Source: an optimization exercise on an open RTL-to-GDS flow (aim: small area and a short achievable clock period). Production flows keep margins and buffers that such runs may drop. Only simulation tests tie the RTL to the original design; equivalence was not proved. Power figures rest on the tool's default switching activity, not on a simulated workload.

==> flow/design.v (excerpt) <==
module xgmii_rx_stats_top (
    input  logic          sys_clk,
    input  logic          sys_rst,
    input  logic [255:0]  xgmii_rxd,
    input  logic [31:0]   xgmii_rxc,
    input  logic          clear,
    output logic          sec_tick,
    output logic [63:0]   rx_pps,
    output logic [63:0]   rx_throughput,
    output logic [63:0]   rx_errors
);
Size: about 3600 cells after synthesis, about 29000 sq um of cells after synthesis.
Settings: LEC_CHECK=0, CAP_MARGIN=20, CORE_MARGIN=2, CORE_UTILIZATION=40, SLEW_MARGIN=20; clock period 20.0 ns.
standard.sh (not shown) runs the stock make flow with config.mk's settings and CLKGATE_MAP_FILE= SYNTH_SCRIPT=/design/flow/synth_recipe.tcl, a recipe that flattens the netlist after the stock synthesis.
==> flow/flow/run.sh <==
#!/bin/bash
# The standard layout (standard.sh) with these changes:
#  - synthesis: the standard script (synth_recipe.tcl) with ABC run on
#    flow/map.abc instead of ORFS's speed script, and adders left to ABC
#    (no full-adder cell mapping); registers are mapped exactly as before;
#  - port buffers are plain buf_1 cells;
#  - timing repair aims SETUP_SLACK_MARGIN ns beyond the constraint.
set -euo pipefail
here=$(pwd)
export MY_ABC_SCRIPT=$here/flow/map.abc
export ADDER_MAP_FILE=
export BUFFER_PORTS_ARGS="-buffer_cell sky130_fd_sc_hd__buf_1"
export SETUP_SLACK_MARGIN=${SETUP_SLACK_MARGIN:-11}
sed "s#SYNTH_SCRIPT=[^ ]*#SYNTH_SCRIPT=$here/flow/synth.tcl#" standard.sh > standard_own.sh
grep -q "SYNTH_SCRIPT=$here/flow/synth.tcl" standard_own.sh
bash standard_own.sh > flow_make.log 2>&1
==> flow/flow/map.abc <==
strash
&get -n
&syn2
&dch -f
&nf
&put
buffer -c
upsize -c
dnsize -c
==> flow/flow/synth.tcl <==
proc synth {args} { yosys synth -nofsm -noshare {*}$args }
proc abc {args} {
  set i [lsearch -exact $args -script]
  if { $i >= 0 && [info exists ::env(MY_ABC_SCRIPT)] && $::env(MY_ABC_SCRIPT) ne "" } {
    lset args [expr { $i + 1 }] $::env(MY_ABC_SCRIPT)
  }
  yosys abc {*}$args
}
source $::env(SCRIPTS_DIR)/synth.tcl
# left out here: clear keep_hierarchy, flatten, clean up, hide names made inside functions, write 1_2_yosys.v
The first run passed the timing, DRC and antenna checks.
Edit:
==> flow/flow/run.sh (replaced) <==
#!/bin/bash
set -euo pipefail
export BUFFER_PORTS_ARGS="-buffer_cell sky130_fd_sc_hd__buf_1"
export ADDER_MAP_FILE=
export SETUP_SLACK_MARGIN=14
bash standard.sh > flow_make.log 2>&1
CORE_UTILIZATION = 60   (was 40)
CTS_BUF_LIST = sky130_fd_sc_hd__clkbuf_4 sky130_fd_sc_hd__clkbuf_8   (was unset)
removed: flow/flow/map.abc
removed: flow/flow/synth.tcl
What happened: The new run ran to the end with no violations. Register-to-register slack degrades by 710 ps. Final area rises by well over a third. Utilization rises by 46 points. Synthesized cell count rises by roughly a tenth. Total power rises by a quarter to a third. Fmax rises by a little under a tenth. Synthesized area rises by roughly a tenth. Flip-flop and latch count is unchanged.
Edit:
==> flow/flow/run.sh (replaced) <==
#!/bin/bash
# The standard layout (standard.sh) with these changes:
#  - synthesis: the standard script (synth_recipe.tcl) with ABC run on
#    flow/map.abc instead of ORFS's speed script, and adders left to ABC
#    (no full-adder cell mapping); registers are mapped exactly as before;
#  - port buffers are plain buf_1 cells;
#  - timing repair aims SETUP_SLACK_MARGIN ns beyond the constraint.
set -euo pipefail
here=$(pwd)
export MY_ABC_SCRIPT=$here/flow/map.abc
export ADDER_MAP_FILE=
export BUFFER_PORTS_ARGS="-buffer_cell sky130_fd_sc_hd__buf_1"
export SETUP_SLACK_MARGIN=${SETUP_SLACK_MARGIN:-12}
sed "s#SYNTH_SCRIPT=[^ ]*#SYNTH_SCRIPT=$here/flow/synth.tcl#" standard.sh > standard_own.sh
grep -q "SYNTH_SCRIPT=$here/flow/synth.tcl" standard_own.sh
bash standard_own.sh > flow_make.log 2>&1
==> flow/flow/map.abc (new file) <==
strash
&get -n
&syn2
&dch -f
&nf
&put
buffer -c
upsize -c
dnsize -c
==> flow/flow/synth.tcl (new file) <==
proc synth {args} { yosys synth -nofsm -noshare {*}$args }
proc abc {args} {
  set i [lsearch -exact $args -script]
  if { $i >= 0 && [info exists ::env(MY_ABC_SCRIPT)] && $::env(MY_ABC_SCRIPT) ne "" } {
    lset args [expr { $i + 1 }] $::env(MY_ABC_SCRIPT)
  }
  yosys abc {*}$args
}
source $::env(SCRIPTS_DIR)/synth.tcl
# left out here: clear keep_hierarchy, flatten, clean up, hide names made inside functions, write 1_2_yosys.v
CORE_UTILIZATION = 40   (was 60)
CTS_BUF_LIST = unset   (was sky130_fd_sc_hd__clkbuf_4 sky130_fd_sc_hd__clkbuf_8)
Core utilization goes down by 45 points.
Routed wire length goes down by well over a third.
Hold slack gets worse by 19 ps.
Synthesized cell count goes down by roughly a tenth.
Design area goes down by a quarter to a third.
First-iteration DRC count goes down by well over a third.
Die area goes up by a quarter to a third.
Via count goes down by a quarter to a third.
Maximum frequency goes up slightly.
Sequential share of layout area goes up by 9.9 points.
Non-clock buffer count goes down by 583.

run 1:
xgmii_rx_stats_top, a different RTL version from the one above (not shown whole).
Size in the first run: ~3,100 cells after synthesis, about 480 I/O pins.
export LEC_CHECK = 0
export CAP_MARGIN = 20
export CORE_MARGIN = 2
export CORE_UTILIZATION = 40
export CTS_CLUSTER_DIAMETER = 100
export CTS_CLUSTER_SIZE = 24
export SLEW_MARGIN = 20
create_clock -name core_clock -period 20.0 [get_ports {sys_clk}]
==> flow/flow/run.sh <==
#!/bin/bash
# The standard layout (standard.sh) with these changes:
#  - synthesis: the standard script (synth_recipe.tcl) with ABC run on
#    flow/map.abc instead of ORFS's speed script, and adders left to ABC
#    (no full-adder cell mapping); registers are mapped exactly as before;
#  - port buffers are plain buf_1 cells;
#  - timing repair aims SETUP_SLACK_MARGIN ns beyond the constraint.
set -euo pipefail
here=$(pwd)
export MY_ABC_SCRIPT=$here/flow/map.abc
export ADDER_MAP_FILE=
export BUFFER_PORTS_ARGS="-buffer_cell sky130_fd_sc_hd__buf_1"
export SETUP_SLACK_MARGIN=${SETUP_SLACK_MARGIN:-12}
sed "s#SYNTH_SCRIPT=[^ ]*#SYNTH_SCRIPT=$here/flow/synth.tcl#" standard.sh > standard_own.sh
grep -q "SYNTH_SCRIPT=$here/flow/synth.tcl" standard_own.sh
bash standard_own.sh > flow_make.log 2>&1
==> flow/flow/map.abc <==
strash
dc2
strash
&get -n
&dch -f
&nf
&put
buffer -c
upsize -c
dnsize -c
==> flow/flow/synth.tcl <==
proc synth {args} { yosys synth -nofsm -noshare {*}$args }
proc abc {args} {
  set i [lsearch -exact $args -script]
  if { $i >= 0 && [info exists ::env(MY_ABC_SCRIPT)] && $::env(MY_ABC_SCRIPT) ne "" } {
    lset args [expr { $i + 1 }] $::env(MY_ABC_SCRIPT)
  }
  yosys abc {*}$args
}
source $::env(SCRIPTS_DIR)/synth.tcl
# left out here: clear keep_hierarchy, flatten, clean up, hide names made inside functions, write 1_2_yosys.v
Run 1 completed end to end with timing, DRC and antenna clean.
For run 2, these inputs were changed with respect to run 1:
- putting PLACE_DENSITY at 0.75 where nothing was set
--- a/flow/flow/map.abc
+++ b/flow/flow/map.abc
@@ -1,2 +0,0 @@
-strash
-dc2
@@ -4,0 +3 @@
+&syn2
==> comparison <==
Run 2 reached the end of the flow, and the finished layout is clean on the timing, DRC and antenna checks.
Every stage of the flow completed for run 1, and the final layout passed the timing, DRC and antenna checks.
Delta (run 2 minus run 1): post-synthesis to final-layout area growth moved down, wire length of the first global-routing pass dropped 1.5%, data required time at the worst endpoint +0.03 ns, utilization of the core after routing now smaller, initial core utilization neither gained nor lost much.
Summary of run 2 over run 1: ratio of total power to cell area saw an increase; cell area after layout saw a decrease; number of buffers outside the clock class in the layout saw a decrease.
Of the two values seen for worst setup path startpoint, xgmii_rxc[4] was produced by run 1 and xgmii_rxc[1] by run 2.
[compare] base=run 1 new=run 2: HPWL after detailed placement saw an increase, overall power consumption dropped about 3%, multi-input gate share of total cell area higher.
Inputs modified between run 2 and run 3:
- CTS_CLUSTER_SIZE: 24 -> 16
- CTS_BUF_LIST: unset -> sky130_fd_sc_hd__clkbuf_8
- PLACE_DENSITY: 0.75 -> unset
- CTS_CLUSTER_DIAMETER: 100 -> 80
--- a/flow/flow/run.sh
+++ b/flow/flow/run.sh
@@ -13 +13 @@
-export SETUP_SLACK_MARGIN=${SETUP_SLACK_MARGIN:-12}
+export SETUP_SLACK_MARGIN=${SETUP_SLACK_MARGIN:-12.25}
--- outcome ---
- No stage failed in run 3, and the final checks on the layout all came back clean.
- Share of power burned in combinational logic for run 3 is higher than for run 2.
- Part of the cycle the worst path needs for run 3 is lower than for run 2.
- The hold slack was comparable across run 2 and run 3.
- In run 3, the layout buffer count excluding clock buffers came out 3.2% above the value in run 2.

[what the ideal ports hide]
In the flow no input, the clock included, has a driving cell. The finished layouts below were timed again as built, in two steps. Step 1 (the two cells are an assumption about what drives the block):
set clk [get_ports {sys_clk}]
set_driving_cell -lib_cell sky130_fd_sc_hd__clkbuf_16 $clk
set_driving_cell -lib_cell sky130_fd_sc_hd__buf_2 [delete_from_list [all_inputs] $clk]
Step 2 times the ports against the registers' clock, not the clock port: input delays grow and output delays shrink by t, the midpoint of the rising clock arrivals with the driver on. Three values: ideal, step 1, step 2; two values: the first two.
run | t (ns) | setup slack, ns | worst setup path after step 2 | slew at the worst register clock pin (ns) | pins driven straight from the clock port
the first run of note 1 | 0.647 | 11.424 / 11.459 / 10.812 | input to register | 0.07 / 0.07 | 1
the second run of note 1 | 0.734 | 12.062 / 12.078 / 11.344 | input to register | 0.07 / 0.07 | 1
the third run of note 1 | 0.647 | 12.201 / 12.239 / 11.592 | input to register | 0.06 / 0.06 | 1
run 1 | 0.619 | 11.636 / 11.656 / 11.037 | input to register | 0.10 / 0.10 | 1
run 2 | 0.635 | 12.049 / 12.082 / 11.447 | input to register | 0.10 / 0.10 | 1
run 3 | 0.663 | 12.351 / 12.386 / 11.722 | input to register | 0.11 / 0.11 | 1
After both steps every run listed still meets setup and hold. For the second run of note 1, which loses most, drivers alone change the setup slack by +0.016 ns; drivers and shift together by -0.718 ns.
